What follows belongs to an exercise in optimizing a design on an open flow for small area; a production flow would make more cautious choices. In this exercise RTL edits were held to simulation tests only and were not proved equivalent to the original. Power figures rest on the tool's default switching activity, not on a simulated workload.

--- flow/run.sh ---
#!/bin/bash
# synth_recipe.tcl (not shown) runs the flow's synth.tcl, then flattens the netlist and writes it again
# the make line also repeats each setting of config.mk as NAME=value (left out here)
make -C /OpenROAD-flow-scripts/flow DESIGN_CONFIG=/design/flow/config.mk WORK_HOME=/design/flow/orfs CLKGATE_MAP_FILE= SYNTH_SCRIPT=/design/flow/synth_recipe.tcl finish
--- flow/config.mk ---
export PLATFORM = sky130hd
export DESIGN_NAME = stats_top
export DESIGN_NICKNAME = stats_top
export VERILOG_FILES = /design/flow/design.v
export SDC_FILE = /design/flow/constraint.sdc
export NUM_CORES = 4
export LEC_CHECK = 0
export CAP_MARGIN = 20
export CORE_MARGIN = 2
export CORE_UTILIZATION = 40
export SLEW_MARGIN = 20
--- flow/constraint.sdc ---
create_clock -name core_clock -period 5.0 [get_ports {clk}]
set_input_delay 1.0000 -clock core_clock [delete_from_list [all_inputs] [get_ports {clk}]]
set_output_delay 1.0000 -clock core_clock [all_outputs]
set_load 0.01 [all_outputs]
--- flow/design.v ---
package pkt_meta_pkg;
    typedef struct packed {
        logic valid;
        logic sop;
        logic eop;
    } pkt_mark_t;
    typedef enum logic [3:0] {
        ACTION_NOMATCH = 4'd0,
        ACTION_MATCH   = 4'd1,
        ACTION_DROP    = 4'd2,
        ACTION_FORWARD = 4'd3
    } pdu_action_e;
    typedef struct packed {
        pdu_action_e action;
        logic [23:0] tag;
    } pdu_meta_t;
    typedef logic [4*16-1:0] fill_vec_t;
endpackage
package stats_reg_pkg;
    typedef enum logic [8-1:0] {
        REG_IN_PKT          = 8'd0,
        REG_OUT_PKT         = 8'd1,
        REG_DMA_PKT         = 8'd2,
        REG_CPU_NOMATCH_PKT = 8'd3,
        REG_CPU_MATCH_PKT   = 8'd4,
        REG_CTRL            = 8'd5,
        REG_MAX_DM2SM       = 8'd6,
        REG_MAX_SM2PG       = 8'd7,
        REG_MAX_PG2NF       = 8'd8,
        REG_MAX_NF2PDU      = 8'd9
    } stat_reg_e;
    typedef struct packed {
        logic [4-1:0]                          sel;
        logic [30-4-8-1:0] rsvd;
        logic [8-1:0]                          ofs;
    } status_addr_t;
    typedef struct packed {
        logic               read;
        logic               write;
        status_addr_t       addr;
        logic [32-1:0] writedata;
    } status_req_t;
    typedef struct packed {
        logic               valid;
        logic [32-1:0] readdata;
    } status_resp_t;
    typedef struct packed {
        logic [32-1:0] in_pkt;
        logic [32-1:0] out_pkt;
        logic [32-1:0] dma_pkt;
        logic [32-1:0] cpu_nomatch_pkt;
        logic [32-1:0] cpu_match_pkt;
    } evt_count_t;
    typedef logic [4*32-1:0] peak_vec_t;
    typedef struct packed {
        evt_count_t evt;
        peak_vec_t  peak;
    } stat_snapshot_t;
endpackage
`timescale 1ns/10ps
module stats_top (
    input  logic                 clk,
    input  logic                 rst_pkt,
    input  logic                 rst,
    input  logic [2:0]           in_mark_i,            
    input  logic [2:0]           out_mark_i,           
    input  logic                 out_ready_i,
    input  logic                 rb_update_valid_i,
    input  logic                 disable_pcie_i,
    output logic                 pcie_rb_update_valid_o,
    input  logic [27:0]          pdumeta_cpu_data_i,   
    input  logic                 pdumeta_cpu_valid_i,
    input  logic                 pdumeta_cpu_ready_i,
    input  logic [63:0]          fill_level_i,         
    input  logic [63:0]          status_req_i,         
    output logic [32:0]          status_resp_o,        
    output logic [32-1:0]   ctrl_o
);
    localparam int W  = 32;
    localparam int FW = 16;
    localparam int NC = 4;
    assign pcie_rb_update_valid_o = rb_update_valid_i & ~disable_pcie_i;
    logic         req_rd, req_wr, hit;
    logic [7:0]   ofs;
    logic [W-1:0] wd;
    assign req_rd = status_req_i[63];
    assign req_wr = status_req_i[62];
    assign hit    = (status_req_i[61:58] == 4'(0));
    assign ofs    = status_req_i[39:32];
    assign wd     = status_req_i[31:0];
    logic [4:0] ev;
    assign ev[0] = in_mark_i[2] & in_mark_i[0];
    assign ev[1] = out_mark_i[2] & out_mark_i[0] & out_ready_i;
    assign ev[2] = rb_update_valid_i;
    assign ev[3] = pdumeta_cpu_valid_i & pdumeta_cpu_ready_i & (pdumeta_cpu_data_i[27:24] == 4'd0);
    assign ev[4] = pdumeta_cpu_valid_i & pdumeta_cpu_ready_i & (pdumeta_cpu_data_i[27:24] == 4'd1);
    logic         rd1, wr1, is5_1;
    logic [4:0]   ld1;
    logic [W-1:0] wdata1;
    logic [4:0]   ev1;
    logic         rp1;
    always_ff @(posedge clk) begin
        rd1    <= ~rst & req_rd & hit;
        wr1    <= ~rst & req_wr & hit;
        is5_1  <= (ofs == 8'd5);
        for (int i = 0; i < 5; i++) begin
            ld1[i] <= (ofs == 8'(i));
        end
        wdata1 <= wd;
        ev1    <= ev;
        rp1    <= rst_pkt;
    end
    logic [W-1:0] ctrl_q;
    logic         ctrl_zero_q;
    logic [W-1:0] ctrl_q_nxt;
    logic         ctrl_zero_nxt;
    logic [4:0]   ld2;
    assign ctrl_q_nxt    = wr1 ? wdata1 : ctrl_q;
    assign ctrl_zero_nxt = rst | (wr1 ? ~is5_1 : ctrl_zero_q);
    always_ff @(posedge clk) begin
        ctrl_q      <= ctrl_q_nxt;
        ctrl_zero_q <= ctrl_zero_nxt;
        ld2         <= wr1 ? ld1 : 5'd0;
    end
    assign ctrl_o = ctrl_zero_q ? '0 : ctrl_q;
    logic [W-1:0] cnt [5];
    logic [W-1:0] load_word;
    assign load_word = rp1 ? '0 : ctrl_q;
    logic [W:0]   cy  [5];
    logic [W-1:0] inc [5];
    always_comb begin
        for (int i = 0; i < 5; i++) begin
            cy[i][0] = ev1[i];
            for (int b = 0; b < W; b++) begin
                inc[i][b]  = cnt[i][b] ^ cy[i][b];
                cy[i][b+1] = cnt[i][b] & cy[i][b];
            end
        end
    end
    always_ff @(posedge clk) begin
        for (int i = 0; i < 5; i++) begin
            cnt[i] <= (rp1 | ld2[i]) ? load_word : inc[i];
        end
    end
    logic [FW-1:0] peak [NC];
    logic [FW-1:0] peak_d [NC];
    logic          peak_vld, peak_vld_d;
    logic [FW:0] gt [NC];
    always_comb begin
        for (int c = 0; c < NC; c++) begin
            gt[c][0] = 1'b0;
            for (int b = 0; b < FW; b++) begin
                gt[c][b+1] = (fill_level_i[c*FW+b] & ~peak[c][b])
                           | (gt[c][b] & (fill_level_i[c*FW+b] | ~peak[c][b]));
            end
        end
    end
    always_ff @(posedge clk) begin
        peak_vld   <= ~rst_pkt;
        peak_vld_d <= peak_vld;
        for (int c = 0; c < NC; c++) begin
            if (~peak_vld || gt[c][FW]) begin
                peak[c] <= fill_level_i[c*FW +: FW];
            end
            peak_d[c] <= peak[c];
        end
    end
    logic [W-1:0] rd_word;
    always_comb begin
        case (ofs)
            8'd0:    rd_word = cnt[0];
            8'd1:    rd_word = cnt[1];
            8'd2:    rd_word = cnt[2];
            8'd3:    rd_word = cnt[3];
            8'd4:    rd_word = cnt[4];
            8'd5:    rd_word = ctrl_zero_nxt ? '0 : ctrl_q_nxt;
            8'd6:    rd_word = peak_vld_d ? {{(W-FW){1'b0}}, peak_d[0]} : '0;
            8'd7:    rd_word = peak_vld_d ? {{(W-FW){1'b0}}, peak_d[1]} : '0;
            8'd8:    rd_word = peak_vld_d ? {{(W-FW){1'b0}}, peak_d[2]} : '0;
            8'd9:    rd_word = peak_vld_d ? {{(W-FW){1'b0}}, peak_d[3]} : '0;
            default: rd_word = 32'hDEADBEEF;
        endcase
    end
    logic [W-1:0] rword1;
    logic [W-1:0] resp_data_q;
    logic         resp_valid_q;
    always_ff @(posedge clk) begin
        rword1       <= rd_word;
        resp_data_q  <= rword1;
        resp_valid_q <= ~rst & rd1;
    end
    assign status_resp_o = {resp_valid_q, resp_data_q};
endmodule
==> impl_metrics.env, run 1 <==
export IMPL_switching_share=0.2366
export IMPL_fp_dieArea_mm2=0.04552
export IMPL_cp_data_arrival_time_ns=6.16
export IMPL_relSlewSlack=0.4041
export IMPL_netlist_cell_type_count=53
export IMPL_grt_setup_unrepaired="yes"
export IMPL_ys_ff_latch=439
export IMPL_synth_main_ff_cell="dfxtp_1"
export IMPL_ir_drop_v=0.0002687
export IMPL_required_ns=5.46
export IMPL_final_max_slew_violation_count=0
export IMPL_cts_made_buffers=49
export IMPL_die_height_um=213.4
export IMPL_wl_per_cell_um=19.30
export IMPL_drive_above_1_share=0.2060
export IMPL_grt_usage=0.1989
export IMPL_cts_root_buf="clkbuf_16"
export IMPL_clkSinkCount=439
export IMPL_post_route_min_period_ns=5.703
export IMPL_htreeDepth=2
export IMPL_syn_nets=1797
export IMPL_core_mm2=0.04317
export IMPL_failed_checks="setup timing"
export IMPL_clkTransAtPathRegs_ns=0.06
export IMPL_fin_util=0.5514
export IMPL_final_common_cell="dfxtp_1"
export IMPL_dr_pass1_iters=5
export IMPL_syn_area_per_cell_um2=11.91
export IMPL_vias=11720
export IMPL_syn_to_final_growth_pct=35.77
export IMPL_antenna_found_initial=1
export IMPL_tightest_slew_ns=0.8905
export IMPL_p_leak_nw=8.628
export IMPL_grt_ovfl_total=0
export IMPL_place_gp_congestion=0.7835
export IMPL_vias_per_cell=5.109
export IMPL_finalHoldViolCount=0
export IMPL_grt_pass1_vias=12251
export IMPL_boundaryPins=236
export IMPL_setup_viol=25
export IMPL_critPathMaxFanout=2
export IMPL_synth_cells=1472
export IMPL_most_common_layout_cells="dfxtp_1, mux2i_1, clkdlybuf4s50_1, nor2_1, ha_4"
export IMPL_cp_slowest_stage_delay_ns=0.34
export IMPL_multi_input_area_mm2=0.009545
export IMPL_rows=76
export IMPL_period_share=1.141
export IMPL_grt_max_degree=94
export IMPL_clock_power_share=0.452
export IMPL_placed_cell_area_mm2=0.02200
export IMPL_cpMaxStageDelayCell="dfxtp_2"
export IMPL_seq_area_mm2=0.009455
export IMPL_nNetsFinal=1995
export IMPL_combPwrFrac=0.061
export IMPL_clk_path_buf_depth=3
export IMPL_finClkSkew_ns=0.02753
export IMPL_antenna_cells=0
export IMPL_stdcell_area_mm2=0.02380
export IMPL_cts_tree="done"
export IMPL_place_hpwl_mm=30.93
export IMPL_drt_first_iter_violations=588
export IMPL_internal_power_mw=6.276
export IMPL_synth_edff_count=64
export IMPL_drc=0
export IMPL_clk_latency_ns=0.60
export IMPL_yosys_warnings=7
export IMPL_outcome="failed layout checks"
export IMPL_p_per_area_mw_per_mm2=345.4
export IMPL_grt_pass1_wl_mm=68.62
export IMPL_ant_nets=0
export IMPL_cap_violations=0
export IMPL_async_flop_share=0
export IMPL_syn_area_mm2=0.01753
export IMPL_p_sw_mw=1.945
export IMPL_die_width_um=213.4
export IMPL_seq_area_frac_synth=0.5378
export IMPL_n_fill_cell=3691
export IMPL_seqPwrFrac=0.487
export IMPL_worst_slack_ns=-0.7030
export IMPL_start_util=0.4061
export IMPL_portBuffers=191
export IMPL_max_freq_ghz=0.1753
export IMPL_critical_path_class="reg -> reg"
export IMPL_cts_hold_buffers=0
export IMPL_min_path_type="reg -> reg"
export IMPL_crit_path_end_kind="flip-flop"
export IMPL_startpoint_type="flip-flop"
export IMPL_cpMostUsedCell="ha_4"
export IMPL_totalWireLength_mm=44.28
## worst paths after layout
path,start,end,slack (ns),cells after the start
max,cnt[0][0],cnt[0][31],-0.70,35
min,rword1[9],resp_data_q[9],0.33,0
max reg2reg,cnt[0][0],cnt[0][31],-0.70,35
min reg2reg,rword1[9],resp_data_q[9],0.33,0
## sequential cells by signal (all words and copies together), names as in the netlist
register	cells
rword1	32
resp_data_q	32
peak_vld_d	1
cnt	160
ld2	5
ev1	5
wr1	1
peak_d	64
rd1	1
wdata1	32
resp_valid_q	1
peak_vld	1
rp1	1
peak	64
ctrl_q	32
ctrl_zero_q	1
ld1	5
is5_1	1
## power groups by stage
stage	Combinational [mW]	Clock (mW)	Sequential, mW
after floorplan	0.288	0	3.99
after global placement	0.486	0	4.08
after detailed placement	0.497	0	4.09
after CTS	0.501	3.81	4.02
after global routing	0.547	3.95	4.04
final	0.501	3.71	4.01
## cell type report
type / instances / area share
clock buffer: 62 / 0.05709
clock inverter: 28 / 0.01319
inverter: 60 / 0.009462
multi-input combinational: 896 / 0.4010
sequential: 439 / 0.3972
tap: 585 / 0.03075
timing repair buffer: 224 / 0.09125
## repair_timing
action	in CTS	in global routing
pin swaps	19	2
resized for setup	14	2
endpoints found under the setup margin	25	30
setup buffers	1	0
## cell families after synthesis
group	count (synthesis)	share of synthesized area
muxes	246	0.1566
AOI/OAI and AO/OA	170	0.07201
xor gates and xnor gates	5	0.002498
adders and majority gates	173	0.1209
DFF	439	0.5378
buffers and inverters	137	0.03097
and+or+nand+nor	302	0.07922
## per-layer routing
layer,global-route usage,routed length (um)
met2,0.3470,21740
met1,0.2521,19410
met5,0,13
met3,0.03544,2250
met4,0.05699,871
## Yosys cell counts (11+ instances only)
library cell	n	share of area
edfxtp_1	64	0.11
nor2_1	179	0.038
inv_1	60	0.013
mux2_2	36	0.023
o22ai_1	25	0.0089
clkbuf_1	40	0.0086
buf_1	18	0.0039
nand2_1	32	0.0069
a221o_1	26	0.015
buf_2	16	0.0046
and2_1	11	0.0039
mux2i_1	191	0.11
nand2b_1	17	0.0061
mux4_2	19	0.024
ha_1	155	0.11
maj3_1	18	0.010
a21oi_1	21	0.0060
dfxtp_1	375	0.43
a221oi_1	13	0.0065
nor2b_1	44	0.016
o21ai_0	19	0.0054
a22oi_1	24	0.010
## stage by stage
step                cells  setup WS (ns)  TNS (ns)  hold WS, ns  total power [mW]
floorplan            1472        -0.4456    -4.624       0.3096             4.278
detailed placement   2202        -0.7734    -10.41       0.3121             4.588
CTS                  2293        -0.7397    -10.32       0.3234             8.331
global route         2294        -0.8767    -13.46       0.3288             8.537
global placement     2202        -0.7190    -9.584       0.3119             4.570
finish               2294        -0.7030    -9.610       0.3250             8.221
## critical path, delay by kind of cell (launching register included)
kind                     cells  cell delay (ns)
AND/OR/NAND/NOR              2             0.11
flip-flops                   1             0.34
AO/OA/AOI/OAI                1             0.14
XOR/XNOR                     1             0.13
adder cells (fa/ha/maj)     31             4.81
==> run 2, diff against run 1 <==
--- a/flow/design.v
+++ b/flow/design.v
@@ -127,4 +127,5 @@
     logic [W-1:0] load_word;
     assign load_word = rp1 ? '0 : ctrl_q;
+    localparam int SEG = 11;
     logic [W:0]   cy  [5];
     logic [W-1:0] inc [5];
@@ -133,6 +134,10 @@
             cy[i][0] = ev1[i];
             for (int b = 0; b < W; b++) begin
-                inc[i][b]  = cnt[i][b] ^ cy[i][b];
-                cy[i][b+1] = cnt[i][b] & cy[i][b];
+                inc[i][b] = cnt[i][b] ^ cy[i][b];
+                if ((b + 1) % SEG == 0) begin
+                    cy[i][b+1] = cy[i][b+1-SEG] & (&cnt[i][b -: SEG]);
+                end else begin
+                    cy[i][b+1] = cnt[i][b] & cy[i][b];
+                end
             end
         end
@@ -167,18 +172,20 @@
     end
     logic [W-1:0] rd_word;
+    logic [4:0]    sel_cnt;
+    logic [NC-1:0] sel_peak;
+    logic          sel_ctrl, sel_bad;
     always_comb begin
-        case (ofs)
-            8'd0:    rd_word = cnt[0];
-            8'd1:    rd_word = cnt[1];
-            8'd2:    rd_word = cnt[2];
-            8'd3:    rd_word = cnt[3];
-            8'd4:    rd_word = cnt[4];
-            8'd5:    rd_word = ctrl_zero_nxt ? '0 : ctrl_q_nxt;
-            8'd6:    rd_word = peak_vld_d ? {{(W-FW){1'b0}}, peak_d[0]} : '0;
-            8'd7:    rd_word = peak_vld_d ? {{(W-FW){1'b0}}, peak_d[1]} : '0;
-            8'd8:    rd_word = peak_vld_d ? {{(W-FW){1'b0}}, peak_d[2]} : '0;
-            8'd9:    rd_word = peak_vld_d ? {{(W-FW){1'b0}}, peak_d[3]} : '0;
-            default: rd_word = 32'hDEADBEEF;
-        endcase
+        for (int i = 0; i < 5; i++) sel_cnt[i] = (ofs == 8'(i));
+        for (int c = 0; c < NC; c++) sel_peak[c] = peak_vld_d & (ofs == 8'(6 + c));
+        sel_ctrl = ~ctrl_zero_nxt & (ofs == 8'd5);
+        sel_bad  = (ofs > 8'd9);
+        rd_word = sel_bad ? 32'hDEADBEEF : '0;
+        if (sel_ctrl) rd_word = rd_word | ctrl_q_nxt;
+        for (int i = 0; i < 5; i++) begin
+            if (sel_cnt[i]) rd_word = rd_word | cnt[i];
+        end
+        for (int c = 0; c < NC; c++) begin
+            if (sel_peak[c]) rd_word = rd_word | {{(W-FW){1'b0}}, peak_d[c]};
+        end
     end
     logic [W-1:0] rword1;
==> run 2 against run 1 <==
  * The run now finishes clean
  * Combinational power is 6.8% higher
  * Design area is 6.6% lower
  * Fmax is 70% higher
  * Clock power is 1% higher
  * Critical path depth is 32 lower
==> impl_metrics.env, run 2 <==
export IMPL_outcome="finished clean"
export IMPL_min_to="resp_data_q[18]"
export IMPL_finClkSkew_ns=0.02929
export IMPL_regMostFlops="cnt"
export IMPL_cts_made_buffers=47
export IMPL_critPathMaxFanout=19
export IMPL_ctsResizeCount=0
export IMPL_synth_cells=1616
export IMPL_yosys_warnings=7
export IMPL_post_cts_buffers=0
export IMPL_grt_setup_unrepaired="no"
export IMPL_most_common_layout_cells="dfxtp_1, nor2_1, clkdlybuf4s50_1, mux2i_1, ha_1"
export IMPL_stdcell_area_mm2=0.02224
export IMPL_place_hpwl_mm=36.82
export IMPL_max_freq_ghz=0.2986
export IMPL_reg2reg_from="cnt[0][10]"
export IMPL_synth_main_ff_cell="dfxtp_1"
export IMPL_grt_pass1_vias=13048
export IMPL_n_fill_cell=4012
export IMPL_clk_latency_ns=0.59
export IMPL_multi_input_area_mm2=0.008060
export IMPL_fin_util=0.5008
export IMPL_syn_to_final_growth_pct=23.20
export IMPL_clk_path_buf_depth=3
export IMPL_syn_area_per_cell_um2=11.17
export IMPL_min_path_cells=0
export IMPL_yosysTopAreaCell="dfxtp_1"
export IMPL_place_gp_congestion=0.9609
export IMPL_seq_area_mm2=0.009445
export IMPL_wl_per_cell_um=20.90
export IMPL_drt_first_iter_violations=805
export IMPL_grt_max_degree=85
export IMPL_die_width_um=216.4
export IMPL_ir_drop_v=0.0002580
export IMPL_totalWireLength_mm=50.79
export IMPL_synthMuxAreaShare=0.1232
export IMPL_critical_path_class="reg -> out"
export IMPL_worst_slack_ns=1.651
export IMPL_synth_xor_area_frac=0.007278
export IMPL_core_mm2=0.04441
export IMPL_cp_data_arrival_time_ns=2.35
export IMPL_setup_viol=0
export IMPL_post_route_min_period_ns=3.349
export IMPL_antenna_found_initial=1
export IMPL_rows=77
export IMPL_cts_hold_buffers=0
export IMPL_crit_path_end_kind="primary output"
export IMPL_final_max_slew_violation_count=0
export IMPL_boundaryPins=236
export IMPL_placed_cell_area_mm2=0.02054
export IMPL_largest_register_ffs=160
export IMPL_hp_start="rword1[18]"
export IMPL_portBuffers=191
export IMPL_grt_usage=0.2172
export IMPL_period_share=0.6698
export IMPL_final_common_cell="dfxtp_1"
export IMPL_yosysMostFrequentCell="dfxtp_1"
export IMPL_startpoint_type="flip-flop"
export IMPL_reg_top3="cnt (160), peak (64), peak_d (64)"
export IMPL_fp_dieArea_mm2=0.04685
export IMPL_min_path_type="reg -> reg"
export IMPL_grt_ovfl_total=0
export IMPL_syn_nets=1931
export IMPL_synth_edff_count=64
export IMPL_synth_area_top_cells="dfxtp_1, edfxtp_1, mux2i_1"
export IMPL_clkSinkCount=439
export IMPL_start_util=0.4065
export IMPL_reg2reg_to="cnt[0][31]"
export IMPL_dp_slack_ns=1.154
export IMPL_synth_top_area_share=0.4159
export IMPL_ant_nets=0
export IMPL_vias=12760
export IMPL_p_per_area_mw_per_mm2=374.3
export IMPL_synth_simple_area_share=0.1121
export IMPL_synth_fa_ha_area_frac=0.1166
export IMPL_r2r_cells=16
export IMPL_vias_per_cell=5.251
export IMPL_fin_tns_setup_ns=0
export IMPL_tightest_slew_ns=1.112
export IMPL_dr_pass1_iters=5
export IMPL_cap_violations=0
export IMPL_drc=0
export IMPL_die_height_um=216.4
export IMPL_synth_compound_area_frac=0.08636
export IMPL_cts_tree="done"
export IMPL_netlist_cell_type_count=64
export IMPL_syn_area_mm2=0.01805
export IMPL_nNetsFinal=2117
export IMPL_timing_reg2reg_setup_slack_ns=1.67
export IMPL_clkTransAtPathRegs_ns=0.06
export IMPL_drive_above_1_share=0.08868
export IMPL_required_ns=4.00
export IMPL_finalHoldViolCount=0
export IMPL_grt_pass1_wl_mm=77.58
export IMPL_seq_area_frac_synth=0.5223
export IMPL_yosys_top_cells_count="dfxtp_1, nor2_1, mux2i_1"
export IMPL_synth_top_family_by_area="multiplexers"
export IMPL_async_flop_share=0
export IMPL_cts_root_buf="clkbuf_16"
export IMPL_htreeDepth=2
export IMPL_antenna_cells=0
export IMPL_p_leak_nw=9.002
export IMPL_fin_total_pwr_mw=8.324
export IMPL_relSlewSlack=0.2585
export IMPL_ys_ff_latch=439
## run 2: kinds of logic (layout without fill, tap and decap cells)
kind of cell | after synthesis | in the layout
DFF | 439 | 439
and+or+nand+nor | 426 | 426
muxes | 218 | 218
AOI/OAI and AO/OA | 210 | 210
adders and majority gates | 174 | 174
buffers and inverters | 134 | 356
xor gates and xnor gates | 15 | 15
## run 2: routing by layer
metal	part of all wire	vias to the layer above	track usage	routed length (um)
met5	0	-	0	0
met4	0.043	0	0.09429	2164
met3	0.050	113	0.03495	2561
met2	0.47	372	0.3608	23930
met1	0.44	6124	0.2795	22130
li1	-	6151	-	-
## run 2: worst max-delay path by stage
| stage | startpoint | depth (start not counted) | to | slack (ns) |
|---|---|---|---|---|
| after global routing | cnt[0][10] | 16 | cnt[0][31] | 1.46 |
| after CTS | ctrl_zero_q | 3 | ctrl_o[15] | 1.56 |
| final | ctrl_zero_q | 3 | ctrl_o[15] | 1.65 |
| after global placement | status_req_i[37] | 6 | rword1[15] | 1.17 |
| after detailed placement | status_req_i[37] | 6 | rword1[1] | 1.15 |
| after floorplan | fill_level_i[32] | 6 | peak[2][0] | 1.30 |
## run 2: stage by stage
step	instances	hold slack [ns]
6_report	2430	0.3240
5_1_grt	2430	0.3319
4_1_cts	2430	0.3259
3_5_place_dp	2345	0.3121
3_3_place_gp	2345	0.3102
2_1_floorplan	1616	0.3096
## run 2: critical path, stage by stage, from the launching register on
cell	delay, ns
dfxtp_1	0.82
buf_4	0.36
nor2b_1	0.09
clkdlybuf4s50_1	0.48
## run 2: layout make-up
| type | count | area share |
|---|---|---|
| repair buffers | 215 | 0.09383 |
| inverters | 56 | 0.009451 |
| multi-input cells | 1043 | 0.3624 |
| clock buffers | 66 | 0.06396 |
| well taps | 592 | 0.03330 |
| flip-flops and latches | 439 | 0.4247 |
| clock inverters | 19 | 0.01238 |
## run 2: power breakdown
group	internal, mW	leakage (nW)	switching [mW]	total, mW
clock	2.30	0.834	1.45	3.75
combinational	0.270	4.44	0.265	0.535
sequential	3.81	3.73	0.237	4.04
==> run 3, diff against run 2 <==
--- a/flow/config.mk
+++ b/flow/config.mk
@@ -8,4 +8,4 @@
 export CAP_MARGIN = 20
 export CORE_MARGIN = 2
-export CORE_UTILIZATION = 40
+export CORE_UTILIZATION = 60
 export SLEW_MARGIN = 20
==> run 3 against run 2 <==
  * Still clean on timing, DRC and antenna
  * Clock skew is 0.0095 ns lower
  * First-iteration DRC count is 25% higher
  * Sequential power hardly changed
  * Register-to-register slack worse by 0.18 ns
  * Setup slack worse by 0.16 ns
  * Final cell count is 8.4% lower
  * Synthesized cell count stayed put
  * Design area is 1.9% lower
  * Via count is 1.3% higher
  * Utilization is 24 points higher
  * Non-clock buffer count is 1 higher
  * Wire length is 7.5% lower
  * Largest cell class unchanged
  * Highest routed layer unchanged
==> impl_metrics.env, run 3 <==
export IMPL_htreeDepth=2
export IMPL_vias=12928
export IMPL_antenna_found_initial=0
export IMPL_clock_power_share=0.424
export IMPL_die_width_um=177.5
export IMPL_synth_cells=1616
export IMPL_nNetsFinal=2116
export IMPL_drc=0
export IMPL_finalHoldViolCount=0
export IMPL_startpoint_type="flip-flop"
export IMPL_outcome="finished clean"
export IMPL_internal_power_mw=6.068
export IMPL_critPathMaxFanout=3
export IMPL_clk_path_buf_depth=3
export IMPL_grt_pass1_vias=12855
export IMPL_ctsResizeCount=0
export IMPL_drt_first_iter_violations=1005
export IMPL_period_share=0.7022
export IMPL_fin_util=0.7360
export IMPL_totalWireLength_mm=46.96
export IMPL_fp_dieArea_mm2=0.03149
export IMPL_multi_input_area_mm2=0.008059
export IMPL_synth_area_top_cells="dfxtp_1, edfxtp_1, mux2i_1"
export IMPL_yosys_warnings=7
export IMPL_place_hpwl_mm=33.50
export IMPL_place_gp_congestion=0.9608
export IMPL_post_cts_buffers=0
export IMPL_syn_area_mm2=0.01805
export IMPL_netlist_cell_type_count=64
export IMPL_clk_latency_ns=0.55
export IMPL_cts_root_buf="clkbuf_16"
export IMPL_largest_register_ffs=160
export IMPL_cts_made_buffers=45
export IMPL_clkTransAtPathRegs_ns=0.06
export IMPL_core_mm2=0.02964
export IMPL_tightest_slew_ns=1.110
export IMPL_boundaryPins=236
export IMPL_combPwrFrac=0.066
export IMPL_cts_hold_buffers=0
export IMPL_fin_hold_ws_ns=0.3256
export IMPL_die_height_um=177.5
export IMPL_fin_tns_setup_ns=0
export IMPL_min_path_type="reg -> reg"
export IMPL_setup_viol=0
export IMPL_async_flop_share=0
export IMPL_vias_per_cell=5.810
export IMPL_drive_above_1_share=0.08719
export IMPL_n_fill_cell=2136
export IMPL_p_leak_nw=8.928
export IMPL_grt_max_degree=90
export IMPL_ys_ff_latch=439
export IMPL_crit_path_end_kind="flip-flop"
export IMPL_yosysTopAreaCell="dfxtp_1"
export IMPL_cap_violations=0
export IMPL_finClkSkew_ns=0.01979
export IMPL_wl_per_cell_um=21.11
export IMPL_yosysMostFrequentCell="dfxtp_1"
export IMPL_switching_share=0.2331
export IMPL_seq_area_mm2=0.009445
export IMPL_grt_setup_unrepaired="no"
export IMPL_final_common_cell="dfxtp_1"
export IMPL_reg_top3="cnt (160), peak (64), peak_d (64)"
export IMPL_yosys_top_cells_count="dfxtp_1, nor2_1, mux2i_1"
export IMPL_critical_path_class="reg -> reg"
export IMPL_required_ns=5.40
export IMPL_p_sw_mw=1.845
export IMPL_synth_edff_count=64
export IMPL_seqPwrFrac=0.510
export IMPL_rows=63
export IMPL_syn_nets=1931
export IMPL_grt_ovfl_total=0
export IMPL_relSlewSlack=0.2603
export IMPL_dr_pass1_iters=5
export IMPL_ant_nets=0
export IMPL_synth_main_ff_cell="dfxtp_1"
export IMPL_seq_area_frac_synth=0.5223
export IMPL_grt_pass1_wl_mm=72.18
export IMPL_regMostFlops="cnt"
export IMPL_cts_tree="done"
export IMPL_start_util=0.6091
export IMPL_portBuffers=191
export IMPL_post_route_min_period_ns=3.511
export IMPL_ir_drop_v=0.0002976
export IMPL_cp_data_arrival_time_ns=3.91
export IMPL_antenna_cells=0
export IMPL_clkSinkCount=439
export IMPL_final_max_slew_violation_count=0
export IMPL_synth_top_area_share=0.4159
export IMPL_max_freq_ghz=0.2848
export IMPL_syn_area_per_cell_um2=11.17
export IMPL_p_per_area_mw_per_mm2=362.7
export IMPL_most_common_layout_cells="dfxtp_1, nor2_1, clkdlybuf4s50_1, mux2i_1, ha_1"
export IMPL_syn_to_final_growth_pct=20.83
export IMPL_grt_usage=0.2996
[run 3: cell families (layout without fill, tap and decap cells)]
logic type	after synthesis	count (layout)	synth area share
buffers and inverters	134	353	0.03216
adder cells (fa/ha/maj)	174	174	0.1166
AND/OR/NAND/NOR	426	426	0.1121
flip-flops	439	439	0.5223
AO/OA/AOI/OAI	210	210	0.08636
multiplexers	218	218	0.1232
XOR/XNOR	15	15	0.007278
[run 3: path summary, 6_finish.rpt]
kind,start,to,slack (ns),cells past startpoint
max,cnt[0][10],cnt[0][31],1.49,16
min,rword1[25],resp_data_q[25],0.33,0
max reg2reg,cnt[0][10],cnt[0][31],1.49,16
min reg2reg,rword1[25],resp_data_q[25],0.33,0
[run 3: final cells by class]
class | instances | share of cell area
Inverter | 56 | 0.009636
Multi-Input combinational cell | 1043 | 0.3695
Tap cell | 390 | 0.02237
Clock inverter | 16 | 0.006424
Sequential cell | 439 | 0.4330
Clock buffer | 65 | 0.06252
Timing Repair Buffer | 216 | 0.09659
[run 3: critical path, stage by stage (launching register included)]
cell	delay, ns
dfxtp_1	0.42
nand4_1	0.10
nor3_1	0.76
and2_1	0.25
ha_1	0.16
ha_1	0.18
ha_1	0.16
ha_1	0.15
ha_1	0.15
ha_1	0.16
ha_1	0.16
ha_1	0.15
ha_1	0.16
xnor2_1	0.12
nor2_1	0.05
a21oi_1	0.15
nor2_1	0.05
[run 3: power groups by stage]
stage	sequential (mW)	combinational (mW)	clock (mW)
after floorplan	3.99	0.291	0
after CTS	4.04	0.518	3.40
after detailed placement	4.11	0.514	0
after global routing	4.06	0.559	3.54
final	4.04	0.521	3.35
after global placement	4.11	0.503	0
[run 3: layer usage]
layer,up-vias,track usage,share of wire
met3,120,0.03792,0.051
met1,6231,0.3853,0.44
li1,6149,-,-
met5,-,0,0
met2,428,0.5086,0.47
met4,0,0.1260,0.043
[run 3: stage by stage]
step	std cells	worst slack, ns	instance area, um^2	power [mW]
after floorplan	1616	1.302	18050	4.280
after global placement	2144	1.126	20300	4.610
after detailed placement	2144	1.070	20300	4.626
after CTS	2225	1.528	21810	7.953
after global routing	2225	1.402	21810	8.155
final	2225	1.489	21810	7.913
==> run 4, diff against run 3 <==
==> flow/flow/run.sh (new file) <==
#!/bin/bash
# The standard layout, with the port buffers made from the smallest buffer
# and no dummy loads in the clock tree. The make output goes to standard.log.
set -euo pipefail
bash standard.sh \
  "BUFFER_PORTS_ARGS=-buffer_cell sky130_fd_sc_hd__buf_1" \
  "CTS_ARGS=-sink_clustering_enable -repair_clock_nets -dont_use_dummy_load" \
  finish > standard.log 2>&1
==> flow/standard.sh (new file) <==
#!/bin/bash
# synth_recipe.tcl (not shown) runs the flow's synth.tcl, then flattens the netlist and writes it again
# the make line also repeats each setting of config.mk as NAME=value (left out here)
make -C /OpenROAD-flow-scripts/flow DESIGN_CONFIG=/design/flow/config.mk WORK_HOME=/design/flow/orfs CLKGATE_MAP_FILE= SYNTH_SCRIPT=/design/flow/synth_recipe.tcl "${@:-finish}"
removed: flow/run.sh
==> run 4 against run 3 <==
  * Still clean
  * Flip-flop and latch count stayed put
  * Combinational power is 14% lower
  * Sequential power hardly changed
  * Die area unchanged
  * Clock skew grew 0.017 ns
  * Register-to-register slack better by 0.09 ns
  * Total power decreased by 8.4%
  * First-iteration DRC count down 13%
==> impl_metrics.env, run 4 <==
export IMPL_path_depth=16
export IMPL_totalWireLength_mm=46.34
export IMPL_startpoint_type="flip-flop"
export IMPL_reg2reg_from="cnt[0][4]"
export IMPL_clkTransAtPathRegs_ns=0.06
export IMPL_yosys_warnings=7
export IMPL_syn_to_final_growth_pct=11.95
export IMPL_synth_area_top_cells="dfxtp_1, edfxtp_1, mux2i_1"
export IMPL_clk_path_buf_depth=3
export IMPL_grt_setup_unrepaired="no"
export IMPL_clkSinkCount=439
export IMPL_m1WireLength_mm=20.40
export IMPL_ctsResizeCount=0
export IMPL_yosys_top_cells_count="dfxtp_1, nor2_1, mux2i_1"
export IMPL_min_path_type="reg -> reg"
export IMPL_crit_path_end="cnt[0][31]"
export IMPL_cts_hold_buffers=0
export IMPL_multi_input_area_mm2=0.008060
export IMPL_core_mm2=0.02964
export IMPL_grt_ovfl_total=0
export IMPL_cp_data_arrival_time_ns=3.78
export IMPL_relSlewSlack=0.2604
export IMPL_htreeDepth=2
export IMPL_cts_root_buf="clkbuf_16"
export IMPL_p_leak_nw=8.204
export IMPL_grt_pass1_wl_mm=71.03
export IMPL_reg_top3="cnt (160), peak (64), peak_d (64)"
export IMPL_p_per_area_mw_per_mm2=358.8
export IMPL_finalHoldViolCount=0
export IMPL_seqPwrFrac=0.557
export IMPL_dp_cells=2141
export IMPL_cts_tree="done"
export IMPL_vias=12785
export IMPL_fin_hold_ws_ns=0.3255
export IMPL_fp_dieArea_mm2=0.03149
export IMPL_p_sw_mw=1.707
export IMPL_combPwrFrac=0.062
export IMPL_required_ns=5.36
export IMPL_critical_path_class="reg -> reg"
export IMPL_finClkSkew_ns=0.03639
export IMPL_grt_usage=0.2960
export IMPL_regMostFlops="cnt"
export IMPL_most_common_layout_cells="dfxtp_1, nor2_1, buf_1, mux2i_1, ha_1"
export IMPL_synth_top_area_share=0.4159
export IMPL_clock_power_share=0.381
export IMPL_internal_power_mw=5.544
export IMPL_die_height_um=177.5
export IMPL_startpoint="cnt[0][4]"
export IMPL_rows=63
export IMPL_syn_nets=1931
export IMPL_final_common_cell="dfxtp_1"
export IMPL_grt_max_degree=82
export IMPL_dp_slack_ns=1.378
export IMPL_drive_above_1_share=0.07238
export IMPL_dr_pass1_iters=5
export IMPL_cp_slowest_stage_delay_ns=0.66
export IMPL_n_fill_cell=2411
export IMPL_nNetsFinal=2113
export IMPL_start_util=0.6091
export IMPL_switching_share=0.2354
export IMPL_wl_per_cell_um=21.20
export IMPL_antenna_cells=0
export IMPL_reg2reg_to="cnt[0][31]"
export IMPL_crit_path_end_kind="flip-flop"
export IMPL_critPathMaxFanout=3
export IMPL_ant_nets=0
export IMPL_met3_length_mm=2.256
export IMPL_cpMaxStageDelayCell="nor3_1"
export IMPL_highest_layer="met4"
export IMPL_fin_cells=2186
export IMPL_largest_register_ffs=160
export IMPL_max_freq_ghz=0.2927
export IMPL_wl_met2_mm=21.87
export IMPL_critical_path_cell_chain="nand4_1 -> nor3_1 -> and2_1 -> ha_1 -> ha_1 -> ha_1 -> ha_1 -> ha_1 -> ha_1 -> ha_1 -> ha_1 -> ha_1 -> xnor2_1 -> nor2_1 -> a21oi_1 -> nor2_1"
export IMPL_die_width_um=177.5
export IMPL_tightest_slew_ns=1.109
export IMPL_worst_slack_ns=1.584
export IMPL_grt_pass1_vias=12785
export IMPL_yosysMostFrequentCell="dfxtp_1"
export IMPL_outcome="finished clean"
export IMPL_yosysTopAreaCell="dfxtp_1"
export IMPL_vias_per_cell=5.849
export IMPL_post_route_min_period_ns=3.416
export IMPL_synth_main_ff_cell="dfxtp_1"
export IMPL_fin_util=0.6819
export IMPL_clk_latency_ns=0.55
export IMPL_antenna_found_initial=0
export IMPL_cts_made_buffers=44
export IMPL_path_buf_inv=0
export IMPL_drt_first_iter_violations=874
export IMPL_async_flop_share=0
export IMPL_place_gp_congestion=0.9792
export IMPL_ys_ff_latch=439
export IMPL_synth_edff_count=64
export IMPL_final_max_slew_violation_count=0
export IMPL_timing_reg2reg_setup_slack_ns=1.58
export IMPL_cap_violations=0
export IMPL_cp_top_family="adder cells"
export IMPL_ir_drop_v=0.0003245
export IMPL_syn_area_mm2=0.01805
export IMPL_netlist_cell_type_count=64
export IMPL_syn_area_per_cell_um2=11.17
export IMPL_portBuffers=191
export IMPL_place_hpwl_mm=32.85
export IMPL_seq_area_mm2=0.009445
export IMPL_seq_area_frac_synth=0.5223
export IMPL_drc=0
export IMPL_r2r_cells=16
export IMPL_post_cts_buffers=0
export IMPL_setup_viol=0
export IMPL_period_share=0.6833
export IMPL_fin_tns_setup_ns=0
export IMPL_boundaryPins=236
export IMPL_cpMostUsedCell="ha_1"
export IMPL_synth_cells=1616
## run 4: cell counts after synthesis
Identical to the previous run, type by type.
## run 4: cells by family (layout without fill, tap and decap cells)
| group | after synthesis | count (layout) | share of synthesized area |
|---|---|---|---|
| muxes | 218 | 218 | 0.1232 |
| DFF | 439 | 439 | 0.5223 |
| and+or+nand+nor | 426 | 426 | 0.1121 |
| buffers and inverters | 134 | 314 | 0.03216 |
| xor gates and xnor gates | 15 | 15 | 0.007278 |
| AOI/OAI and AO/OA | 210 | 210 | 0.08636 |
| adders and majority gates | 174 | 174 | 0.1166 |
## run 4: final cells by class
type / instances / share of cell area
multi-input cells: 1043 / 0.3988
inverters: 56 / 0.01040
flip-flops and latches: 439 / 0.4674
repair buffers: 214 / 0.04476
clock buffers: 44 / 0.05448
well taps: 390 / 0.02415
## run 4: power by group through the flow
| stage | logic, mW | clock network (mW) | registers [mW] |
|---|---|---|---|
| after floorplan | 0.291 | 0 | 3.99 |
| after global placement | 0.434 | 0 | 4.11 |
| after detailed placement | 0.444 | 0 | 4.11 |
| after CTS | 0.448 | 2.80 | 4.04 |
| after global routing | 0.487 | 2.94 | 4.06 |
| final | 0.449 | 2.76 | 4.04 |
## run 4: per-stage QoR
stage | power (mW) | area [um^2]
floorplan | 4.280 | 18050
global placement | 4.539 | 19080
detailed placement | 4.556 | 19080
CTS | 7.285 | 20180
global route | 7.488 | 20210
finish | 7.250 | 20210
## run 4: worst min-delay path by stage
stage | endpoint | slack [ns] | depth (start not counted) | start
floorplan | resp_data_q[0] | 0.31 | 0 | rword1[0]
global placement | resp_data_q[31] | 0.31 | 0 | rword1[31]
detailed placement | resp_data_q[0] | 0.31 | 0 | rword1[0]
CTS | resp_data_q[16] | 0.33 | 0 | rword1[16]
global route | resp_data_q[25] | 0.33 | 0 | rword1[25]
finish | resp_data_q[24] | 0.33 | 0 | rword1[24]
## run 4: per-layer routing
metal / vias to the layer above / global-route usage
met4: 0 / 0.1134
met5: - / 0
met2: 413 / 0.5050
met1: 6146 / 0.3839
met3: 109 / 0.03620
li1: 6117 / -
==> run 5, diff against run 4 <==
==> flow/flow/run.sh (replaced) <==
#!/bin/bash
set -euo pipefail
bash standard.sh \
  "BUFFER_PORTS_ARGS=-buffer_cell sky130_fd_sc_hd__buf_1" \
  "CTS_ARGS=-sink_clustering_enable -repair_clock_nets -dont_use_dummy_load -buf_list sky130_fd_sc_hd__clkbuf_4 -root_buf sky130_fd_sc_hd__clkbuf_8 -sink_clustering_size 25" \
  finish > standard.log 2>&1
==> run 5 against run 4 <==
  * Sequential share of layout area increased by 0.51 points
  * Critical path depth unchanged
  * Combinational power about the same
  * First-iteration DRC count increased by 4.0%
  * Clock power decreased by 16%
  * Register-to-register slack improved by 0.04 ns
  * Synthesized area unchanged
  * Total power decreased by 6.2%
  * Highest routed layer unchanged
==> impl_metrics.env, run 5 <==
export IMPL_startpoint="cnt[0][9]"
export IMPL_seq_area_mm2=0.009445
export IMPL_required_ns=5.45
export IMPL_synth_edff_count=64
export IMPL_synth_xor_area_frac=0.007278
export IMPL_synthMuxAreaShare=0.1232
export IMPL_synth_fa_ha_area_frac=0.1166
export IMPL_p_leak_nw=8.192
export IMPL_grt_max_degree=82
export IMPL_critical_path_class="reg -> reg"
export IMPL_syn_nets=1931
export IMPL_grt_setup_unrepaired="no"
export IMPL_startpoint_type="flip-flop"
export IMPL_fin_tns_setup_ns=0
export IMPL_crit_path_end="cnt[0][31]"
export IMPL_final_max_slew_violation_count=0
export IMPL_crit_path_end_kind="flip-flop"
export IMPL_relSlewSlack=0.2486
export IMPL_post_cts_buffers=0
export IMPL_die_width_um=177.5
export IMPL_ant_nets=0
export IMPL_drc=0
export IMPL_synth_cells=1616
export IMPL_min_path_type="reg -> reg"
export IMPL_grt_pass1_wl_mm=71.89
export IMPL_synth_top_family_by_area="multiplexers"
export IMPL_r2r_cells=16
export IMPL_critPathMaxFanout=3
export IMPL_largest_register_ffs=160
export IMPL_ys_ff_latch=439
export IMPL_die_height_um=177.5
export IMPL_yosys_top_cells_count="dfxtp_1, nor2_1, mux2i_1"
export IMPL_syn_area_mm2=0.01805
export IMPL_clkSinkCount=439
export IMPL_rows=63
export IMPL_grt_usage=0.3007
export IMPL_multi_input_area_mm2=0.008060
export IMPL_max_freq_ghz=0.2964
export IMPL_yosysTopAreaCell="dfxtp_1"
export IMPL_totalWireLength_mm=46.60
export IMPL_synth_compound_area_frac=0.08636
export IMPL_reg_top3="cnt (160), peak (64), peak_d (64)"
export IMPL_synth_top_area_share=0.4159
export IMPL_cts_root_buf="clkbuf_8"
export IMPL_start_util=0.6091
export IMPL_grt_ovfl_total=0
export IMPL_finClkSkew_ns=0.05052
export IMPL_synth_main_ff_cell="dfxtp_1"
export IMPL_regMostFlops="cnt"
export IMPL_drt_first_iter_violations=909
export IMPL_syn_area_per_cell_um2=11.17
export IMPL_antenna_cells=0
export IMPL_yosysMostFrequentCell="dfxtp_1"
export IMPL_most_common_layout_cells="dfxtp_1, nor2_1, buf_1, mux2i_1, ha_1"
export IMPL_ctsResizeCount=0
export IMPL_vias=13100
export IMPL_n_fill_cell=2449
export IMPL_place_hpwl_mm=32.85
export IMPL_fin_util=0.6745
export IMPL_reg2reg_from="cnt[0][9]"
export IMPL_post_route_min_period_ns=3.374
export IMPL_cts_hold_buffers=0
export IMPL_outcome="finished clean"
export IMPL_netlist_cell_type_count=64
export IMPL_cap_violations=0
export IMPL_setup_viol=0
export IMPL_syn_to_final_growth_pct=10.74
export IMPL_p_per_area_mw_per_mm2=340.1
export IMPL_async_flop_share=0
export IMPL_cp_data_arrival_time_ns=3.82
export IMPL_tightest_slew_ns=1.127
export IMPL_core_mm2=0.02964
export IMPL_cts_made_buffers=110
export IMPL_dr_pass1_iters=6
export IMPL_place_gp_congestion=0.9792
export IMPL_antenna_found_initial=0
export IMPL_clkTransAtPathRegs_ns=0.06
export IMPL_portBuffers=191
export IMPL_wl_per_cell_um=20.69
export IMPL_fin_cells=2252
export IMPL_seq_area_frac_synth=0.5223
export IMPL_reg2reg_to="cnt[0][31]"
export IMPL_final_common_cell="dfxtp_1"
export IMPL_fin_total_pwr_mw=6.800
export IMPL_synth_simple_area_share=0.1121
export IMPL_dp_cells=2141
export IMPL_boundaryPins=236
export IMPL_ir_drop_v=0.0002465
export IMPL_cts_tree="done"
export IMPL_yosys_warnings=7
export IMPL_clk_path_buf_depth=3
export IMPL_fp_dieArea_mm2=0.03149
export IMPL_grt_pass1_vias=13164
export IMPL_nNetsFinal=2179
export IMPL_clk_latency_ns=0.62
export IMPL_finalHoldViolCount=0
export IMPL_htreeDepth=3
export IMPL_drive_above_1_share=0.1053
export IMPL_synth_area_top_cells="dfxtp_1, edfxtp_1, mux2i_1"
export IMPL_vias_per_cell=5.817
export IMPL_timing_reg2reg_setup_slack_ns=1.63
export IMPL_period_share=0.6748
[run 5: metrics by stage]
stage	worst slack (ns)	hold slack (ns)	area [um^2]
after global routing	1.495	0.3273	19990
after CTS	1.636	0.3060	19970
after floorplan	1.302	0.3096	18050
after detailed placement	1.378	0.3121	19080
after global placement	1.417	0.3100	19080
final	1.626	0.3045	19990
[run 5: area by class of cell]
| cell class | count | area share |
|---|---|---|
| multi-input combinational | 1043 | 0.4032 |
| timing repair buffer | 214 | 0.04525 |
| inverter | 56 | 0.01052 |
| clock buffer | 110 | 0.04413 |
| sequential | 439 | 0.4725 |
| tap | 390 | 0.02441 |
[run 5: worst min path at each step]
stage	from	slack [ns]	endpoint	cells past startpoint
2_1_floorplan	rword1[0]	0.31	resp_data_q[0]	0
3_3_place_gp	rword1[31]	0.31	resp_data_q[31]	0
3_5_place_dp	rword1[0]	0.31	resp_data_q[0]	0
4_1_cts	rword1[5]	0.31	resp_data_q[5]	0
5_1_grt	rword1[16]	0.33	resp_data_q[16]	0
6_report	rword1[5]	0.30	resp_data_q[5]	0
[run 5: critical path, cell delays in order, from the launching register on]
cell	delay [ns]
dfxtp_1	0.39
nand4_1	0.10
nor3_1	0.68
and2_1	0.26
ha_1	0.17
ha_1	0.16
ha_1	0.15
ha_1	0.15
ha_1	0.16
ha_1	0.16
ha_1	0.15
ha_1	0.15
ha_1	0.16
xnor2_1	0.12
nor2_1	0.05
a21oi_1	0.15
nor2_1	0.05
[run 5: per-layer routing]
layer | vias up | global-route usage | part of all wire
met4 | 0 | 0.1424 | 0.040
li1 | 6259 | - | -
met3 | 118 | 0.05334 | 0.054
met5 | - | 0 | 0
met2 | 485 | 0.4976 | 0.47
met1 | 6238 | 0.3817 | 0.44
[run 5: kinds of logic after synthesis]
family                     Yosys count
AOI/OAI and AO/OA                  210
xor gates and xnor gates            15
adders and majority gates          174
buffers and inverters              134
DFF                                439
muxes                              218
and+or+nand+nor                    426
[run 5: where the power goes]
part / switching [mW] / total (mW) / internal (mW)
clock: 1.23 / 2.31 / 1.08
combinational: 0.251 / 0.448 / 0.197
sequential: 0.231 / 4.04 / 3.81
total: 1.72 / 6.80 / 5.08
==> run 6, diff against run 5 <==
==> flow/flow/run.sh (replaced) <==
#!/bin/bash
set -euo pipefail
bash standard.sh \
  "BUFFER_PORTS_ARGS=-buffer_cell sky130_fd_sc_hd__buf_1" \
  "CTS_ARGS=-sink_clustering_enable -repair_clock_nets -dont_use_dummy_load -buf_list sky130_fd_sc_hd__clkbuf_8 -root_buf sky130_fd_sc_hd__clkbuf_8 -sink_clustering_size 20 -sink_clustering_max_diameter 50" \
  finish > standard.log 2>&1
==> run 6 against run 5 <==
  * Global-route usage down 0.79 points
  * Fmax down 0.20%
  * Final cell count fell by 3.1%
  * Combinational power hardly changed
  * Hold slack worse by 0.0028 ns
  * Largest cell class unchanged
  * Synthesized area is the same
  * Critical path depth unchanged
  * Register-to-register slack hardly changed
  * Wire length shrank 1.1%
  * Setup slack lost 0.0066 ns
  * Still clean
==> impl_metrics.env, run 6 <==
export IMPL_startpoint_type="flip-flop"
export IMPL_synth_top_area_share=0.4159
export IMPL_antenna_found_initial=0
export IMPL_synth_main_ff_cell="dfxtp_1"
export IMPL_regMostFlops="cnt"
export IMPL_finalHoldViolCount=0
export IMPL_syn_area_per_cell_um2=11.17
export IMPL_place_hpwl_mm=32.85
export IMPL_vias_per_cell=5.809
export IMPL_post_route_min_period_ns=3.381
export IMPL_p_leak_nw=7.957
export IMPL_place_gp_congestion=0.9792
export IMPL_async_flop_share=0
export IMPL_cp_data_arrival_time_ns=3.81
export IMPL_drive_above_1_share=0.07083
export IMPL_critPathMaxFanout=3
export IMPL_most_common_layout_cells="dfxtp_1, nor2_1, buf_1, mux2i_1, ha_1"
export IMPL_period_share=0.6761
export IMPL_totalWireLength_mm=46.08
export IMPL_n_fill_cell=2474
export IMPL_grt_pass1_vias=12565
export IMPL_wl_per_cell_um=21.11
export IMPL_grt_pass1_wl_mm=70.34
export IMPL_synth_cells=1616
export IMPL_cp_top_family="adder cells"
export IMPL_setup_viol=0
export IMPL_outcome="finished clean"
export IMPL_max_freq_ghz=0.2958
export IMPL_grt_max_degree=82
export IMPL_combPwrFrac=0.071
export IMPL_syn_to_final_growth_pct=8.976
export IMPL_nNetsFinal=2110
export IMPL_ir_drop_v=0.0002607
export IMPL_cts_made_buffers=41
export IMPL_die_width_um=177.5
export IMPL_grt_ovfl_total=0
export IMPL_synthMuxAreaShare=0.1232
export IMPL_largest_register_ffs=160
export IMPL_worst_slack_ns=1.620
export IMPL_internal_power_mw=4.731
export IMPL_antenna_cells=0
export IMPL_tightest_slew_ns=1.112
export IMPL_yosys_warnings=7
export IMPL_yosysTopAreaCell="dfxtp_1"
export IMPL_seq_area_frac_synth=0.5223
export IMPL_grt_usage=0.2928
export IMPL_netlist_cell_type_count=64
export IMPL_critical_path_class="reg -> reg"
export IMPL_synth_simple_area_share=0.1121
export IMPL_start_util=0.6091
export IMPL_core_mm2=0.02964
export IMPL_dp_slack_ns=1.378
export IMPL_synth_xor_area_frac=0.007278
export IMPL_post_cts_buffers=0
export IMPL_synth_area_top_cells="dfxtp_1, edfxtp_1, mux2i_1"
export IMPL_ctsResizeCount=0
export IMPL_yosys_top_cells_count="dfxtp_1, nor2_1, mux2i_1"
export IMPL_required_ns=5.43
export IMPL_p_per_area_mw_per_mm2=321.2
export IMPL_final_common_cell="dfxtp_1"
export IMPL_htreeDepth=2
export IMPL_cp_slowest_stage_delay_ns=0.67
export IMPL_min_path_type="reg -> reg"
export IMPL_fp_dieArea_mm2=0.03149
export IMPL_final_max_slew_violation_count=0
export IMPL_boundaryPins=236
export IMPL_path_buf_inv=0
export IMPL_synth_top_family_by_area="multiplexers"
export IMPL_cap_violations=0
export IMPL_critical_path_cell_chain="nand4_1 -> nor3_1 -> and2_1 -> ha_1 -> ha_1 -> ha_1 -> ha_1 -> ha_1 -> ha_1 -> ha_1 -> ha_1 -> ha_1 -> xnor2_1 -> nor2_1 -> a21oi_1 -> nor2_1"
export IMPL_synth_edff_count=64
export IMPL_drc=0
export IMPL_vias=12680
export IMPL_fin_tns_setup_ns=0
export IMPL_ant_nets=0
export IMPL_clk_path_buf_depth=3
export IMPL_grt_setup_unrepaired="no"
export IMPL_clkTransAtPathRegs_ns=0.11
export IMPL_dp_cells=2141
export IMPL_cpMaxStageDelayCell="nor3_1"
export IMPL_fin_total_pwr_mw=6.319
export IMPL_clkSinkCount=439
export IMPL_clock_power_share=0.291
export IMPL_cts_tree="done"
export IMPL_cts_hold_buffers=0
export IMPL_fin_cells=2183
export IMPL_seqPwrFrac=0.638
export IMPL_crit_path_end_kind="flip-flop"
export IMPL_yosysMostFrequentCell="dfxtp_1"
export IMPL_synth_fa_ha_area_frac=0.1166
export IMPL_p_sw_mw=1.588
export IMPL_relSlewSlack=0.2588
export IMPL_rows=63
export IMPL_ys_ff_latch=439
export IMPL_syn_area_mm2=0.01805
export IMPL_synth_compound_area_frac=0.08636
export IMPL_finClkSkew_ns=0.06602
export IMPL_fin_hold_ws_ns=0.3017
export IMPL_syn_nets=1931
export IMPL_die_height_um=177.5
export IMPL_cpMostUsedCell="ha_1"
export IMPL_cts_root_buf="clkbuf_8"
export IMPL_clk_latency_ns=0.57
export IMPL_portBuffers=191
export IMPL_drt_first_iter_violations=850
export IMPL_switching_share=0.2513
export IMPL_reg_top3="cnt (160), peak (64), peak_d (64)"
export IMPL_dr_pass1_iters=5
[run 6: cell types whose count changed in the layout (fill, tap and decap cells not counted), sizes merged]
cell / previous run / this run
clkbuf: 112 / 43
[run 6: cell families after synthesis]
group           after synthesis
fa+ha+maj                   174
compound gates              210
simple gates                426
xor+xnor                     15
flops                       439
mux                         218
buf+inv                     134
[run 6: power by group through the flow]
stage | clock [mW] | combinational, mW | sequential, mW
global route | 2.00 | 0.486 | 4.06
CTS | 1.88 | 0.446 | 4.03
detailed placement | 0 | 0.444 | 4.11
floorplan | 0 | 0.291 | 3.99
global placement | 0 | 0.434 | 4.11
finish | 1.84 | 0.448 | 4.03
[run 6: per-stage QoR]
step | util | area (um^2)
2_1_floorplan | - | 18050
3_3_place_gp | 0.6439 | 19080
3_5_place_dp | 0.6439 | 19080
4_1_cts | 0.6629 | 19650
5_1_grt | 0.6638 | 19670
6_report | 0.6638 | 19670
[run 6: final cells by class]
| cell class | instances | area [um^2] | area share |
|---|---|---|---|
| sequential | 439 | 9445 | 0.4801 |
| inverter | 56 | 210.2 | 0.01069 |
| clock buffer | 41 | 564.3 | 0.02868 |
| tap | 390 | 488.0 | 0.02480 |
| multi-input combinational | 1043 | 8060 | 0.4097 |
| timing repair buffer | 214 | 904.6 | 0.04598 |
[run 6: final timing paths]
kind,endpoint,slack [ns],cells past startpoint,startpoint
setup / recovery,cnt[0][31],1.62,16,cnt[0][4]
hold / removal,peak_d[3][12],0.30,0,peak[3][12]
setup reg to reg,cnt[0][31],1.62,16,cnt[0][4]
hold reg to reg,peak_d[3][12],0.30,0,peak[3][12]
[run 6: layer usage]
layer  routed length [um]  GRT usage  share of wire
met5                    0          0              0
met4                 1787     0.1137          0.039
met3                 2368    0.03406          0.051
met2                21550     0.4958           0.47
met1                20370     0.3837           0.44
==> run 7, diff against run 6 <==
==> flow/flow/run.sh (replaced) <==
#!/bin/bash
set -euo pipefail
bash standard.sh \
  "BUFFER_PORTS_ARGS=-buffer_cell sky130_fd_sc_hd__buf_1" \
  "CTS_ARGS=-sink_clustering_enable -repair_clock_nets -dont_use_dummy_load -buf_list sky130_fd_sc_hd__clkbuf_16 -root_buf sky130_fd_sc_hd__clkbuf_16 -sink_clustering_size 30 -sink_clustering_max_diameter 80" \
  finish > standard.log 2>&1
==> run 7 against run 6 <==
  * Total power decreased by 1.6%
  * Synthesized cell count unchanged
  * Critical path type unchanged
  * Largest cell class unchanged
  * Global-route usage decreased by 0.18 points
==> impl_metrics.env, run 7 <==
export IMPL_dr_pass1_iters=5
export IMPL_grt_ovfl_total=0
export IMPL_min_path_type="reg -> reg"
export IMPL_relSlewSlack=0.2536
export IMPL_rows=63
export IMPL_setup_viol=0
export IMPL_grt_setup_unrepaired="no"
export IMPL_combPwrFrac=0.072
export IMPL_drive_above_1_share=0.05982
export IMPL_internal_power_mw=4.685
export IMPL_post_cts_buffers=0
export IMPL_tightest_slew_ns=1.120
export IMPL_core_mm2=0.02964
export IMPL_seqPwrFrac=0.648
export IMPL_grt_pass1_wl_mm=69.92
export IMPL_yosys_top_cells_count="dfxtp_1, nor2_1, mux2i_1"
export IMPL_ctsResizeCount=0
export IMPL_cts_root_buf="clkbuf_16"
export IMPL_antenna_found_initial=0
export IMPL_nNetsFinal=2089
export IMPL_clock_power_share=0.279
export IMPL_startpoint_type="flip-flop"
export IMPL_final_common_cell="dfxtp_1"
export IMPL_synth_area_top_cells="dfxtp_1, edfxtp_1, mux2i_1"
export IMPL_clk_latency_ns=0.54
export IMPL_critPathMaxFanout=3
export IMPL_ys_ff_latch=439
export IMPL_regMostFlops="cnt"
export IMPL_outcome="finished clean"
export IMPL_synth_edff_count=64
export IMPL_ir_drop_v=0.0003007
export IMPL_syn_area_mm2=0.01805
export IMPL_cts_tree="done"
export IMPL_yosys_warnings=7
export IMPL_fin_hold_ws_ns=0.3280
export IMPL_worst_slack_ns=1.593
export IMPL_place_hpwl_mm=32.85
export IMPL_fp_dieArea_mm2=0.03149
export IMPL_final_max_slew_violation_count=0
export IMPL_fin_tns_setup_ns=0
export IMPL_grt_pass1_vias=12320
export IMPL_period_share=0.6815
export IMPL_ant_nets=0
export IMPL_seq_area_frac_synth=0.5223
export IMPL_critical_path_class="reg -> reg"
export IMPL_stdcell_area_mm2=0.01960
export IMPL_p_sw_mw=1.530
export IMPL_largest_register_ffs=160
export IMPL_crit_path_end_kind="flip-flop"
export IMPL_async_flop_share=0
export IMPL_p_per_area_mw_per_mm2=317.1
export IMPL_most_common_layout_cells="dfxtp_1, nor2_1, buf_1, mux2i_1, ha_1"
export IMPL_drc=0
export IMPL_syn_area_per_cell_um2=11.17
export IMPL_start_util=0.6091
export IMPL_antenna_cells=0
export IMPL_htreeDepth=1
export IMPL_boundaryPins=236
export IMPL_finalHoldViolCount=0
export IMPL_yosysMostFrequentCell="dfxtp_1"
export IMPL_totalWireLength_mm=45.76
export IMPL_synth_cells=1616
export IMPL_synth_main_ff_cell="dfxtp_1"
export IMPL_p_leak_nw=7.904
export IMPL_placed_cell_area_mm2=0.01908
export IMPL_cts_hold_buffers=0
export IMPL_place_gp_congestion=0.9792
export IMPL_cap_violations=0
export IMPL_syn_nets=1931
export IMPL_reg_top3="cnt (160), peak (64), peak_d (64)"
export IMPL_die_width_um=177.5
export IMPL_syn_to_final_growth_pct=8.581
export IMPL_clk_path_buf_depth=3
export IMPL_cp_data_arrival_time_ns=3.78
export IMPL_grt_usage=0.2910
export IMPL_vias_per_cell=5.847
export IMPL_grt_max_degree=82
export IMPL_drt_first_iter_violations=843
export IMPL_dp_slack_ns=1.378
export IMPL_synth_top_area_share=0.4159
export IMPL_portBuffers=191
export IMPL_switching_share=0.2462
export IMPL_die_height_um=177.5
export IMPL_post_route_min_period_ns=3.407
export IMPL_clkTransAtPathRegs_ns=0.11
export IMPL_finClkSkew_ns=0.02849
export IMPL_netlist_cell_type_count=64
export IMPL_clkSinkCount=439
export IMPL_cts_made_buffers=19
export IMPL_fin_total_pwr_mw=6.215
export IMPL_wl_per_cell_um=21.17
export IMPL_yosysTopAreaCell="dfxtp_1"
export IMPL_required_ns=5.38
export IMPL_vias=12642
export IMPL_max_freq_ghz=0.2935
-- run 7: power by group through the flow --
stage	logic, mW	clock network (mW)	registers [mW]
final	0.448	1.74	4.03
after global routing	0.487	1.89	4.06
after CTS	0.447	1.77	4.03
after detailed placement	0.444	0	4.11
after global placement	0.434	0	4.11
after floorplan	0.291	0	3.99
-- run 7: kinds of logic after synthesis --
| logic type | count (synthesis) | share of synthesized area |
|---|---|---|
| xor+xnor | 15 | 0.007278 |
| compound gates | 210 | 0.08636 |
| flops | 439 | 0.5223 |
| mux | 218 | 0.1232 |
| fa+ha+maj | 174 | 0.1166 |
| buf+inv | 134 | 0.03216 |
| simple gates | 426 | 0.1121 |
-- run 7: worst paths after layout --
path	start	endpoint	slack, ns	cells after the start
worst max-delay path	cnt[0][4]	cnt[0][31]	1.59	16
worst max register to register	cnt[0][4]	cnt[0][31]	1.59	16
worst min register to register	rword1[27]	resp_data_q[27]	0.33	0
worst min-delay path	rword1[27]	resp_data_q[27]	0.33	0
-- run 7: through the flow --
| step | util | std cells |
|---|---|---|
| 2_1_floorplan | - | 1616 |
| 5_1_grt | 0.6613 | 2162 |
| 6_report | 0.6613 | 2162 |
| 3_3_place_gp | 0.6439 | 2141 |
| 4_1_cts | 0.6599 | 2160 |
| 3_5_place_dp | 0.6439 | 2141 |
-- run 7: cell type report --
cell class,instances,area (um^2)
repair buffers,215,924.6
multi-input cells,1043,8060
clock buffers,19,475.5
well taps,390,488.0
inverters,56,210.2
flip-flops and latches,439,9443
fillers,2460,10040
-- run 7: metal layers --
metal,wire length [um],part of all wire,vias to the layer above,track usage
li1,-,-,6056,-
met1,20410,0.45,6075,0.3899
met2,21440,0.47,420,0.4931
met3,2189,0.048,91,0.02678
met4,1719,0.038,0,0.1021
met5,0,0,-,0
-- run 7: worst max-delay path, stage by stage (launching register included) --
cell and delay (ns):
dfxtp_1 0.42, nand4_1 0.11, nor3_1 0.66, and2_1 0.26, ha_1 0.17, ha_1 0.16, ha_1 0.15, ha_1 0.15
ha_1 0.16, ha_1 0.16, ha_1 0.15, ha_1 0.15, ha_1 0.16, xnor2_1 0.12, nor2_1 0.06, a21oi_1 0.15
nor2_1 0.05

-- static timing again, ports no longer ideal --
No port has a modelled driver above. Below, the same layouts with a new extraction and two added sets of constraints. Step 1 assumes that a clkbuf_16 drives the clock port and a buf_2 every other input. Step 2, shift: input delay + t, output delay - t, t = (earliest + latest rising clock arrival at the registers) / 2. This alone moves slack from input paths to output paths. a / b / c = ideal ports / drivers / drivers and shift; a / b = the first two.
| run | t (ns) | slack for setup (ns) | worst slew at a driven data input, ns |
|---|---|---|---|
| run 1 | 0.641 | -0.703 / -0.703 / -0.703 | 0.06 |
| run 2 | 0.634 | 1.651 / 1.589 / 1.128 | 0.06 |
| run 3 | 0.593 | 1.489 / 1.489 / 1.076 | 0.04 |
| run 4 | 0.581 | 1.584 / 1.584 / 1.279 | 0.05 |
| run 5 | 0.641 | 1.626 / 1.626 / 1.293 | 0.05 |
| run 6 | 0.591 | 1.619 / 1.619 / 1.249 | 0.05 |
| run 7 | 0.586 | 1.593 / 1.593 / 1.336 | 0.06 |
For run 2, which loses most, drivers alone change the setup slack by -0.062 ns; drivers and shift together by -0.523 ns.
